Source: an optimization exercise on an open RTL-to-GDS flow (aim: small area and a short achievable clock period). Production flows keep margins and buffers that such runs may drop. Only simulation tests tie the RTL to the original design; equivalence was not proved. No activity file was given, so power comes from the tool's default toggle rates.

// branch_unit_top
module branch_unit_top (
   input  logic                          clk,
   input  logic                          reset_i,
   input  logic                          issue_valid_i,
   input  logic [31:0]                   pc_i,
   input  logic [31:0]                   target_i,
   input  bpu_pkg::target_type_e         target_type_i,
   input  bpu_pkg::cmp_op_e              cmp_type_i,
   input  logic [31:0]                   r0_i,
   input  logic [31:0]                   r1_i,
   output logic                          flush_o,
   output logic [31:0]                   redirect_pc_o,
   output logic                          taken_o,
   output logic                          resolve_valid_o,
   output logic [16-1:0] miss_count_o
);
For scale: ~1600 cells after synthesis, roughly 580 flip-flops, about 190 I/O pins, ~22000 µm² of cells after synthesis.
clock: 4.5 ns
lec_check: 0
cap_margin: 20
core_margin: 2
core_utilization: 50
setup_slack_margin: 2.3
slew_margin: 20
standard.sh (not shown) runs the stock make flow with config.mk's settings and CLKGATE_MAP_FILE= SYNTH_SCRIPT=/design/flow/synth_recipe.tcl, a recipe that flattens the netlist after the stock synthesis.
==> flow/flow/run.sh <==
#!/bin/bash
set -euo pipefail
export CTS_ARGS="-sink_clustering_enable -repair_clock_nets -dont_use_dummy_load -buf_list sky130_fd_sc_hd__clkbuf_8 -sink_clustering_size 16 -sink_clustering_max_diameter 60"
export BUFFER_PORTS_ARGS="-buffer_cell sky130_fd_sc_hd__buf_1"
bash standard.sh > flow.log 2>&1
Change:
--- a/flow/config.mk
+++ b/flow/config.mk
@@ -9,4 +9,5 @@
 export CORE_MARGIN = 2
 export CORE_UTILIZATION = 50
+export PLACE_DENSITY = 0.7
 export SETUP_SLACK_MARGIN = 2.3
 export SLEW_MARGIN = 20
Result: The new run finished clean. Utilization falls by 0.51 points. Count of clock-buffer cells in the layout falls by 1. Via count falls by 0.34%. Final area falls by 0.90%.
Change:
--- a/flow/config.mk
+++ b/flow/config.mk
@@ -9,4 +9,5 @@
 export CORE_MARGIN = 2
 export CORE_UTILIZATION = 50
+export GPL_ROUTABILITY_DRIVEN = 0
 export PLACE_DENSITY = 0.7
 export SETUP_SLACK_MARGIN = 2.3
Outcome: The new run went through all stages and came out clean; worst hold slack is unchanged; cell area does not change; first-iteration DRC count stays the same; count of clock-buffer cells in the layout does not change; setup slack is unchanged; final cell count does not change; global-route usage stays the same.
Change:
--- a/flow/config.mk
+++ b/flow/config.mk
@@ -8,7 +8,5 @@
 export CAP_MARGIN = 20
 export CORE_MARGIN = 2
-export CORE_UTILIZATION = 50
-export GPL_ROUTABILITY_DRIVEN = 0
-export PLACE_DENSITY = 0.7
+export CORE_UTILIZATION = 40
 export SETUP_SLACK_MARGIN = 2.3
 export SLEW_MARGIN = 20
Final area is higher by 1.7%.
Worst setup slack hardly moves.
Sequential share of layout area fell by 0.92 points.
Clock skew climbs by 7.0 ps.
Area after synthesis stays the same.
Routed wire length grows by 8.3%.
Change:
--- a/flow/config.mk
+++ b/flow/config.mk
@@ -6,7 +6,8 @@
 export NUM_CORES = 4
 export LEC_CHECK = 0
-export CAP_MARGIN = 20
+export CAP_MARGIN = 5
 export CORE_MARGIN = 2
-export CORE_UTILIZATION = 40
+export CORE_UTILIZATION = 50
+export PLACE_DENSITY = 0.7
 export SETUP_SLACK_MARGIN = 2.3
-export SLEW_MARGIN = 20
+export SLEW_MARGIN = 5
After rerunning: Global-route usage climbs by 2.9 points; clock skew drops by 7.0 ps; area after synthesis stays the same; design area drops by 1.7%; total power drops by 1.6%; cell count drops by 6.8%; routed wire length drops by 7.7%; synthesized cell count does not change; first-iteration DRC count drops by 8.8%; via count drops by 0.36%; sequential share of layout area climbs by 0.92 points.

========
Another version of the RTL of branch_unit_top (not shown whole).
Size: roughly 1600 cells after synthesis, ~570 flip-flops, ~190 I/O pins, roughly 22000 µm² of cells after synthesis.
==> flow/config.mk <==
export PLATFORM = sky130hd
export DESIGN_NAME = branch_unit_top
export DESIGN_NICKNAME = branch_unit_top
export VERILOG_FILES = /design/flow/design.v
export SDC_FILE = /design/flow/constraint.sdc
export NUM_CORES = 4
export LEC_CHECK = 0
export CAP_MARGIN = 20
export CORE_MARGIN = 2
export CORE_UTILIZATION = 40
export SETUP_SLACK_MARGIN = 2.35
export SLEW_MARGIN = 20
==> flow/constraint.sdc <==
create_clock -name core_clock -period 4.5 [get_ports {clk}]
set_input_delay 0.9000 -clock core_clock [delete_from_list [all_inputs] [get_ports {clk}]]
set_output_delay 0.9000 -clock core_clock [all_outputs]
set_load 0.01 [all_outputs]
Scripts as last shown in full above: flow/flow/run.sh
The first run passed the timing, design-rule and antenna checks.
Rerun with:
Settings changed: SETUP_SLACK_MARGIN 2.35 to 2.25.
The new run ran to the end with no violations.
Count of clock-buffer cells in the layout stays the same.
Worst hold slack improves by 52 ps.
Cell count is about the same.
Total power fell by about 0.4%.
Global-route usage fell by 0.60 points.
Via count fell by about 0.43%.

========
RTL: one of the versions met above, not the one the previous note started from.
Size: roughly 1600 cells after synthesis, roughly 190 I/O pins, ~0.022 mm2 of cells after synthesis.
==> flow/config.mk <==
export PLATFORM = sky130hd
export DESIGN_NAME = branch_unit_top
export DESIGN_NICKNAME = branch_unit_top
export VERILOG_FILES = /design/flow/design.v
export SDC_FILE = /design/flow/constraint.sdc
export NUM_CORES = 4
export LEC_CHECK = 0
export CAP_MARGIN = 20
export CORE_MARGIN = 2
export CORE_UTILIZATION = 50
export SETUP_SLACK_MARGIN = 2.35
export SLEW_MARGIN = 20
==> flow/constraint.sdc <==
create_clock -name core_clock -period 4.5 [get_ports {clk}]
set_input_delay 0.9000 -clock core_clock [delete_from_list [all_inputs] [get_ports {clk}]]
set_output_delay 0.9000 -clock core_clock [all_outputs]
set_load 0.01 [all_outputs]
Scripts as last shown in full above: flow/flow/run.sh
The baseline completed without violations.
Rerun with:
--- a/flow/config.mk
+++ b/flow/config.mk
@@ -10,2 +10,2 @@
-export CORE_UTILIZATION = 50
-export SETUP_SLACK_MARGIN = 2.35
+export CORE_UTILIZATION = 60
+export SETUP_SLACK_MARGIN = 2.3
Effect: Combinational power barely changes; synthesized area stays the same; via count fell by 0.59%; total power falls by 0.99%; core utilization went up by 11 points; cell area shrinks by 1.7%.

what the ideal ports hide:
How much do the figures lean on ideal ports? The routed layouts below were timed once more, with nothing changed but the port constraints.
Step 1 sets driving cells, clkbuf_16 on the clock port and buf_2 on the other inputs (assumed; they add their load-dependent delay and slew).
Step 2, shift: input delay + t, output delay - t, t = (earliest + latest rising clock arrival at the registers) / 2. This alone moves slack from input paths to output paths.
a / b / c = ideal / step 1 / step 2; a / b = the first two.
run | shift t [ns] | setup slack, ns | clock arrival spread, ns
the first run of note 1 | 0.674 | 2.257 / 2.257 / 1.635 | 0.068 / 0.067
the second run of note 1 | 0.665 | 2.273 / 2.273 / 1.646 | 0.110 / 0.110
the third run of note 1 | 0.665 | 2.273 / 2.273 / 1.646 | 0.110 / 0.110
the fourth run of note 1 | 0.689 | 2.275 / 2.275 / 1.628 | 0.116 / 0.116
the fifth run of note 1 | 0.665 | 2.273 / 2.273 / 1.646 | 0.110 / 0.110
the first run of note 2 | 0.653 | 2.251 / 2.237 / 1.584 | 0.167 / 0.167
the second run of note 2 | 0.684 | 2.226 / 2.232 / 1.548 | 0.140 / 0.140
the first run of note 3 | 0.685 | 2.243 / 2.243 / 1.599 | 0.089 / 0.089
the second run of note 3 | 0.681 | 2.175 / 2.175 / 1.673 | 0.067 / 0.067
After both steps setup and hold are still met in every run listed. The setup slack of the second run of note 2, which loses most, moves by +0.006 ns with the drivers and by -0.678 ns with both steps.
